Background: an optimization exercise with open tools, aiming at small area and a short achievable clock period. Do not read the settings as production practice.
The RTL was checked by simulation tests, not by an equivalence proof against the original design.
Power figures rest on the tool's default switching activity, not on a simulated workload.

main:
==> flow/design.v <==
package ecg_pkg;
	localparam int ECG_WIDTH         = 50;	 
	localparam int SIZE_WIDTH        = 6;	 
	localparam int SAMPLES_PER_GROUP = 4;	 
	localparam int MAX_STUFFING      = 17;	 
	localparam int MAX_SIGN_BITS     = 12;	 
	typedef logic [3:0] bits_req_t;
	typedef logic [1:0] ecg_idx_t;
	localparam bits_req_t CPEC_MIN_BITS = 4'd3;	 
	localparam bits_req_t MAX_BITS_REQ  = 4'd9;	 
	localparam ecg_idx_t  LAST_ECG_IDX  = 2'd3;	 
	typedef logic [ECG_WIDTH-1:0] ecg_word_t;
	typedef logic [SIZE_WIDTH-1:0] ecg_size_t;
	typedef logic [SAMPLES_PER_GROUP*MAX_BITS_REQ-1:0] cpec_code_t;
	typedef logic [$clog2(SAMPLES_PER_GROUP*MAX_BITS_REQ+1)-1:0] cpec_size_t;
	typedef logic [6:0] vec_prefix_t;
	typedef logic [4:0] vec_suffix_t;
	typedef logic [2:0] vec_len_t;	 
	typedef logic [MAX_SIGN_BITS-1:0] sign_bits_t;
	typedef logic [$clog2(MAX_SIGN_BITS+1)-1:0] sign_size_t;
	typedef logic [$clog2(MAX_STUFFING+1)-1:0] stuffing_size_t;
	function automatic ecg_word_t place_field(input ecg_word_t value, input ecg_size_t len,
		input ecg_size_t offset);
		ecg_word_t keep;
		ecg_word_t placed;
		keep = ~({ECG_WIDTH{1'b1}} << len);	 
		placed = (value & keep) << (ECG_WIDTH - len);
		placed = placed >> offset;
		place_field = placed;
	endfunction
endpackage
`timescale 1ns/10ps
module ecg_encoder_top
(
	input  logic                     clk,
	input  logic                     rst_n,
	input  logic                     in_valid,		 
	input  logic                     data_active,
	input  logic                     group_skip,
	input  ecg_pkg::bits_req_t       bits_req,
	input  ecg_pkg::cpec_code_t      cpec_code,
	input  ecg_pkg::cpec_size_t      cpec_size,
	input  ecg_pkg::vec_prefix_t     vec_prefix,
	input  ecg_pkg::vec_len_t        vec_prefix_size,
	input  ecg_pkg::vec_suffix_t     vec_suffix,
	input  ecg_pkg::vec_len_t        vec_suffix_size,
	input  ecg_pkg::ecg_idx_t        ecg_idx,
	input  logic                     component_skip,
	input  logic                     underflow_prevention,
	input  ecg_pkg::stuffing_size_t  stuffing_size,
	input  ecg_pkg::sign_bits_t      sign_bits,
	input  ecg_pkg::sign_size_t      sign_bits_size,
	output ecg_pkg::ecg_word_t       encoded_ecg,
	output ecg_pkg::ecg_size_t       ecg_size,
	output logic                     ecg_valid
);
	localparam int W  = ecg_pkg::ECG_WIDTH;
	localparam int S  = 3;			 
	localparam int T  = 3;			 
	localparam int CW = 36 + (1 << S) - 1;	 
	localparam int TW = 15 + (1 << T) - 1;	 
	logic       gsf;		 
	logic       coded;		 
	logic       is_vec;		 
	logic       stuff_on;
	logic       sign_on;
	logic [5:0] end_cpec;		 
	logic [5:0] end_vec;		 
	logic [5:0] tail_len;		 
	logic [5:0] code_end;		 
	logic [5:0] total;
	assign is_vec   = (bits_req == 4'd1) || (bits_req == 4'd2);
	assign gsf      = data_active && group_skip;
	assign coded    = data_active && !group_skip && (bits_req != 4'd0) && (bits_req <= 4'd9);
	assign stuff_on = (ecg_idx != 2'd0) && underflow_prevention;
	assign sign_on  = (ecg_idx == 2'd3) && !component_skip;
	assign end_cpec  = 6'(bits_req) + cpec_size;
	assign end_vec   = 6'(bits_req) + 6'(vec_prefix_size) + 6'(vec_suffix_size);
	assign code_end  = coded ? (is_vec ? end_vec : end_cpec) : 6'd0;
	assign tail_len  = (stuff_on ? 6'(stuffing_size) : 6'd0) + (sign_on ? 6'(sign_bits_size) : 6'd0);
	assign total     = code_end + tail_len + 6'(coded || gsf);
	logic [4:0]  suffix_keep;
	logic [13:0] vec_code;
	logic [35:0] code;
	assign suffix_keep = ~(5'h1f << vec_suffix_size);
	assign vec_code = (14'(vec_prefix) << vec_suffix_size) | 14'(vec_suffix & suffix_keep);
	assign code     = {cpec_code[35:14], is_vec ? vec_code : cpec_code[13:0]};
	logic [14:0] sign_field;
	always_comb
		for (int j = 0; j < 15; j++)
			sign_field[j] = (sign_on && (4'(j) < sign_bits_size)) ? ((j < 12) ? sign_bits[j] : 1'b0) : 1'b1;
	logic [CW-1:0] code_win;
	logic [TW-1:0] tail_win;
	always_comb
	begin
		logic [CW-1:0] c;
		logic [TW-1:0] t;
		c = {code, {((1 << S) - 1){1'b1}}};
		for (int b = 0; b < S; b++)
			if (code_end[b])
				c = c >> (1 << b);
		code_win = c;
		t = {sign_field, {((1 << T) - 1){1'b0}}};
		for (int b = 0; b < T; b++)
			if (total[b])
				t = ~(~t >> (1 << b));
		tail_win = t;
	end
	logic [CW-1:0] code_q;
	logic [5-S:0]  code_end_q;	 
	logic          coded_q;
	logic [3:0]    bits_req_q;
	logic [TW-1:0] tail_q;
	logic [5:0]    total_q;
	always_ff @(posedge clk or negedge rst_n)
	begin
		if (!rst_n)
			ecg_valid <= 1'b0;
		else
			ecg_valid <= in_valid;
	end
	always_ff @(posedge clk)
	begin
		code_q     <= code_win;
		code_end_q <= code_end[5:S];
		coded_q    <= coded;
		bits_req_q <= bits_req;
		tail_q     <= tail_win;
		total_q    <= total;
	end
	logic [W-1:0] lead_word;	 
	logic [W-1:0] tail_word;	 
	always_comb
	begin
		logic [CW+W-(1<<S):0] c;
		logic [W+TW+W-(1<<T):0] t;
		c = {code_q, {(W-(1 << S)){1'b1}}};
		for (int b = S; b < 6; b++)
			if (code_end_q[b-S])
				c = c >> (1 << b);
		lead_word = c[W-1:0];
		lead_word[W-1] = !coded_q;	 
		for (int p = 1; p < 10; p++)
			if (coded_q && (4'(p) <= bits_req_q))
				lead_word[W-1-p] = (4'(p) < bits_req_q);
		t = {{W{1'b1}}, tail_q, {(W-(1 << T)+1){1'b0}}};
		for (int b = T; b < 6; b++)
			if (total_q[b])
				t = ~(~t >> (1 << b));
		tail_word = t[W-1:0];
	end
	assign encoded_ecg = lead_word & tail_word;
	assign ecg_size    = total_q;
endmodule
clock: 6.5 ns
lec_check: 0
abc_area: 1
cap_margin: 20
core_margin: 2
core_utilization: 45
cts_buf_list: sky130_fd_sc_hd__clkbuf_8
gpl_timing_driven: 0
setup_slack_margin: 3.0
slew_margin: 20
standard.sh (not shown) runs the stock make flow with config.mk's settings and CLKGATE_MAP_FILE= SYNTH_SCRIPT=/design/flow/synth_recipe.tcl, a recipe that flattens the netlist after the stock synthesis.
==> flow/flow/run.sh <==
#!/bin/bash
set -euo pipefail
bash standard.sh "ADDER_MAP_FILE=" \
	"BUFFER_PORTS_ARGS=-buffer_cell sky130_fd_sc_hd__buf_1" \
	"CTS_ARGS=-sink_clustering_enable -repair_clock_nets -buf_list sky130_fd_sc_hd__clkbuf_8 -dont_use_dummy_load" \
	finish > make_finish.log 2>&1
Relative to main, the following input files were edited for the feature branch:
diff --git a/flow/design.v b/flow/design.v
--- a/flow/design.v
+++ b/flow/design.v
@@ -68,9 +68,9 @@
 	logic [5:0] end_vec;		 
 	logic [5:0] tail_len;		 
 	logic [5:0] code_end;		 
 	logic [5:0] total;
-	assign is_vec   = (bits_req == 4'd1) || (bits_req == 4'd2);
+	assign is_vec   = (bits_req < 4'd3);	 
 	assign gsf      = data_active && group_skip;
 	assign coded    = data_active && !group_skip && (bits_req != 4'd0) && (bits_req <= 4'd9);
 	assign stuff_on = (ecg_idx != 2'd0) && underflow_prevention;
 	assign sign_on  = (ecg_idx == 2'd3) && !component_skip;
@@ -107,10 +107,9 @@
 		tail_win = t;
 	end
 	logic [CW-1:0] code_q;
 	logic [5-S:0]  code_end_q;	 
-	logic          coded_q;
-	logic [3:0]    bits_req_q;
+	logic [3:0]    head_q;		 
 	logic [TW-1:0] tail_q;
 	logic [5:0]    total_q;
 	always_ff @(posedge clk or negedge rst_n)
 	begin
@@ -122,10 +121,9 @@
 	always_ff @(posedge clk)
 	begin
 		code_q     <= code_win;
 		code_end_q <= code_end[5:S];
-		coded_q    <= coded;
-		bits_req_q <= bits_req;
+		head_q     <= coded ? bits_req : 4'd0;
 		tail_q     <= tail_win;
 		total_q    <= total;
 	end
 	logic [W-1:0] lead_word;	 
@@ -138,12 +136,12 @@
 		for (int b = S; b < 6; b++)
 			if (code_end_q[b-S])
 				c = c >> (1 << b);
 		lead_word = c[W-1:0];
-		lead_word[W-1] = !coded_q;	 
+		lead_word[W-1] = (head_q == 4'd0);
 		for (int p = 1; p < 10; p++)
-			if (coded_q && (4'(p) <= bits_req_q))
-				lead_word[W-1-p] = (4'(p) < bits_req_q);
+			if (4'(p) <= head_q)
+				lead_word[W-1-p] = (4'(p) < head_q);
 		t = {{W{1'b1}}, tail_q, {(W-(1 << T)+1){1'b0}}};
 		for (int b = T; b < 6; b++)
 			if (total_q[b])
 				t = ~(~t >> (1 << b));
--- outcome ---
- Routed wire length (the feature branch vs. main) decreases slightly
- Summary of the feature branch over main: worst setup margin picked up an extra 0.045 ns; power density over the cells picked up an extra 0.71%; clock network contribution to total cell area neither gained nor lost much; cell area after layout lost 0.58%; proportion of cell area occupied by multi-input gates picked up an extra 0.22 points.
- Measured against each other, main and the feature branch differ in post-route minimum period, the higher figure coming from main.
- In the reports for main and the feature branch, the larger number of nets in the synthesized netlist belongs to main.
- Summary of the feature branch over main: critical path depth +3; total number of clock tree sinks lost 1.

-- separate check: timing with driven ports --
Ports are ideal in the flow. The routed layouts listed here were re-timed in OpenROAD. Step 1 (the two cells are an assumption about what drives the block):
set clk [get_ports {clk}]
set_driving_cell -lib_cell sky130_fd_sc_hd__clkbuf_16 $clk
set_driving_cell -lib_cell sky130_fd_sc_hd__buf_2 [delete_from_list [all_inputs] $clk]
Step 2, shift: input delay + t, output delay - t, t = (earliest + latest rising clock arrival at the registers) / 2. This alone moves slack from input paths to output paths. Three values: no drivers, after step 1, after step 2; two values: the first two.
run | t, ns | slack for setup (ns) | clock arrival spread, ns | worst data-port slew with drivers (ns)
main | 0.379 | 3.030 / 2.995 / 2.880 | 0.022 / 0.022 | 0.04
the feature branch | 0.380 | 3.075 / 3.046 / 2.708 | 0.027 / 0.028 | 0.03
After both steps every run listed still meets setup and hold. For the feature branch, which loses most, drivers alone change the setup slack by -0.029 ns; drivers and shift together by -0.367 ns.
